This design comes from an exercise in tuning for small area on the open sky130 flow, not from production work. RTL that was checked went through simulation tests only; none was proved equivalent to the original.

## umber
==> module blowfish_dec_iter, before the edit <==
module blowfish_dec_iter (
  input  logic         clk,
  input  logic         rst_n,
  input  logic         in_valid,
  output logic         in_ready,
  input  logic [63:0]  ct,
  input  logic [448:0] key,
  output logic         out_valid,
  input  logic         out_ready,
  output logic [63:0]  pt
);
  localparam logic [127:0] SboxMul = {32'h9e3779b1, 32'h85ebca6b, 32'hc2b2ae35, 32'h27d4eb2f};
  localparam logic [127:0] SboxXor = {32'h7f4a7c15, 32'h165667b1, 32'hd3a2646c, 32'hfd7046c5};
  logic [4:0]  ph_q;
  logic [5:0]  k_q;
  logic        out_valid_q;
  logic [63:0] r_q;
  logic [7:0]  acc_q [4];
  logic        c1_q, c2_q;
  logic        swap, act, done, run;
  logic [4:0]  kk;
  logic [4:0]  pidx;       
  logic [3:0]  slot;       
  logic [511:0] src;
  logic        dbit, pbit, mbit, fbit, in31;
  logic        unused_key_msb;
  assign unused_key_msb = key[448];
  assign swap = k_q[5];
  assign act  = !k_q[5];
  assign kk   = k_q[4:0];
  assign done = (ph_q == 5'd18) && (k_q == 6'd63);
  assign run  = rst_n && in_valid && !out_valid_q && !done;
  always_ff @(posedge clk) begin
    if (run) {ph_q, k_q} <= {ph_q, k_q} + 11'd1;
    else     {ph_q, k_q} <= '0;
    out_valid_q <= rst_n && ((done && in_valid) || (out_valid_q && !out_ready));
  end
  assign in_ready  = done;
  assign out_valid = out_valid_q;
  assign pt        = {r_q[31:0], r_q[63:32]};
  always_comb begin
    pidx = (ph_q == 5'd18 && swap) ? 5'd1 : 5'(5'd20 - ph_q);
    case (ph_q)
      5'd0:    slot = 4'd15;                       
      5'd1:    slot = 4'd14;                       
      default: slot = (pidx > 5'd14) ? 4'(5'd28 - pidx) : 4'(5'd13 - (pidx - 5'd1));
    endcase
  end
  assign src = {ct, key[447:0]};
  logic [7:0]  oh1, oh2, oh3;
  logic [63:0] lv1;
  logic [7:0]  lv2;
  assign oh1 = 8'd1 << kk[2:0];
  assign oh2 = 8'd1 << {slot[0], kk[4:3]};
  assign oh3 = 8'd1 << slot[3:1];
  for (genvar m = 0; m < 64; m++) begin : g_lv1
    bf_sel8 u_sel (.d(src[8*m +: 8]), .sel(oh1), .y(lv1[m]));
  end
  for (genvar n = 0; n < 8; n++) begin : g_lv2
    bf_sel8 u_sel (.d(lv1[8*n +: 8]), .sel(oh2), .y(lv2[n]));
  end
  bf_sel8 u_sel3 (.d(lv2), .sel(oh3), .y(dbit));
  assign pbit = blowfish_pkg::P_ARRAY[32*(5'd18 - pidx) + kk];
  always_comb begin
    if (act)                mbit = dbit ^ (pbit && ph_q >= 5'd2);
    else if (ph_q == 5'd18) mbit = dbit ^ pbit;
    else                    mbit = 1'b0;
  end
  logic [3:0]  mul, msk;
  logic [7:0]  add  [4];
  logic [7:0]  acc_d [4];
  logic [8:0]  cy   [4];
  logic [3:0]  s;
  logic        u, w, c1_d, c2_d;
  for (genvar j = 0; j < 4; j++) begin : g_sbox
    assign mul[j] = act && SboxMul[32*(3-j) + kk];
    assign msk[j] = act && SboxXor[32*(3-j) + kk];
    assign add[j] = mul[j] ? r_q[63-8*j -: 8] : 8'd0;
    for (genvar b = 0; b < 8; b++) begin : g_bit
      if (b == 0) begin : g_ha
        assign s[j]      = acc_q[j][0] ^ add[j][0] ^ msk[j];
        assign cy[j][1]  = acc_q[j][0] & add[j][0];
      end else begin : g_fa
        bf_fa u_fa (.a(acc_q[j][b]), .b(add[j][b]), .c(cy[j][b]), .s(acc_d[j][b-1]), .co(cy[j][b+1]));
      end
    end
    assign acc_d[j][7] = cy[j][8];
  end
  bf_fa u_fa1 (.a(s[0]), .b(s[1]), .c(c1_q), .s(u), .co(c1_d));
  assign w = u ^ s[2];
  bf_fa u_fa2 (.a(w), .b(s[3]), .c(c2_q), .s(fbit), .co(c2_d));
  always_ff @(posedge clk) begin
    for (int j = 0; j < 4; j++) acc_q[j] <= acc_d[j];
    c1_q <= c1_d;
    c2_q <= c2_d;
  end
  always_comb begin
    if (swap) in31 = r_q[32] ^ mbit;
    else      in31 = (r_q[0] && ph_q >= 5'd2) ^ (fbit && ph_q >= 5'd3) ^ mbit;
  end
  always_ff @(posedge clk) begin
    if (!out_valid_q) begin
      r_q[31:0] <= {in31, r_q[31:1]};
      if (swap) r_q[63:32] <= {r_q[0], r_q[63:33]};
    end
  end
endmodule
==> flow/config.mk <==
export PLATFORM = sky130hd
export DESIGN_NAME = blowfish_dec_iter
export DESIGN_NICKNAME = blowfish_dec_iter
export VERILOG_FILES = /design/flow/design.v
export SDC_FILE = /design/flow/constraint.sdc
export NUM_CORES = 4
export LEC_CHECK = 0
export CAP_MARGIN = 20
export CORE_AREA = 3 3 202 202
export DIE_AREA = 0 0 205 205
export SLEW_MARGIN = 20
export SYNTH_HIERARCHICAL = 1
==> flow/constraint.sdc <==
create_clock -name core_clock -period 12.5 [get_ports {clk}]
set_input_delay 2.5000 -clock core_clock [delete_from_list [all_inputs] [get_ports {clk}]]
set_output_delay 2.5000 -clock core_clock [all_outputs]
set_load 0.01 [all_outputs]
standard.sh (not shown) runs the stock make flow with config.mk's settings and CLKGATE_MAP_FILE= SYNTH_SCRIPT=/design/flow/synth_recipe.tcl, a recipe that flattens the netlist after the stock synthesis.
==> flow/flow/run.sh <==
#!/bin/bash
# The standard layout (the standard.sh: ORFS synthesis through finish), with every
# input and output port buffered by the smallest buffer, sky130_fd_sc_hd__buf_1.
set -euo pipefail
export BUFFER_PORTS_ARGS="-buffer_cell sky130_fd_sc_hd__buf_1"
bash standard.sh > standard_flow.log 2>&1
diff inputs: umber => ember
diff --git a/flow/design.v b/flow/design.v
--- a/flow/design.v
+++ b/flow/design.v
@@ -129,10 +129,16 @@
     assign msk[j] = act && SboxXor[32*(3-j) + kk];
     assign add[j] = mul[j] ? r_q[63-8*j -: 8] : 8'd0;
+    assign cy[j][0] = 1'b0;
     for (genvar b = 0; b < 8; b++) begin : g_bit
+      logic sum;
       if (b == 0) begin : g_ha
-        assign s[j]      = acc_q[j][0] ^ add[j][0] ^ msk[j];
+        assign sum       = acc_q[j][0] ^ add[j][0];
         assign cy[j][1]  = acc_q[j][0] & add[j][0];
       end else begin : g_fa
-        bf_fa u_fa (.a(acc_q[j][b]), .b(add[j][b]), .c(cy[j][b]), .s(acc_d[j][b-1]), .co(cy[j][b+1]));
+        bf_fa u_fa (.a(acc_q[j][b]), .b(add[j][b]), .c(cy[j][b]), .s(sum), .co(cy[j][b+1]));
+        assign acc_d[j][b-1] = sum;
+      end
+      if (b == 0) begin : g_s
+        assign s[j] = sum ^ msk[j];
       end
     end
[summary]
- ember vs umber, final area went down by 0.84%.
- ember: signed area change from the synthesized netlist to the final layout 0.21 points above umber
- ember finished end to end and its layout was clean on timing, DRC and antenna.
- Compared with umber, in ember global-route wire length before repair down 8.5%; wire length per cell after detailed routing down 10%; die area flat; clock-buffer cell count down 2.
For ember, only the layout was checked, not whether the RTL still works.

==> what the ideal ports hide <==
Ports are ideal in the flow. The routed layouts listed here were re-timed in OpenROAD. Step 1: set_driving_cell puts a clkbuf_16 on clk and a buf_2 on each other input, an assumption about the parent block. Step 2 moves the port delays by t, midway between the first and last clock arrival at a register: inputs arrive t later, outputs are due t later. That takes back most of the time a late clock gives input paths. a / b / c = ideal ports / drivers / drivers and shift; a / b = the first two.
run | shift t [ns] | slack for setup (ns) | worst hold slack (ns) | latest minus earliest clock arrival (ns) | slew at the worst register clock pin (ns)
umber | 0.382 | 5.917 / 5.917 / 5.917 | 0.451 / 0.451 / 0.451 | 0.008 / 0.007 | 0.07 / 0.07
ember | 0.392 | 6.065 / 6.065 / 6.065 | 0.449 / 0.449 / 0.449 | 0.012 / 0.012 | 0.08 / 0.08
After both steps every run listed still meets setup and hold.
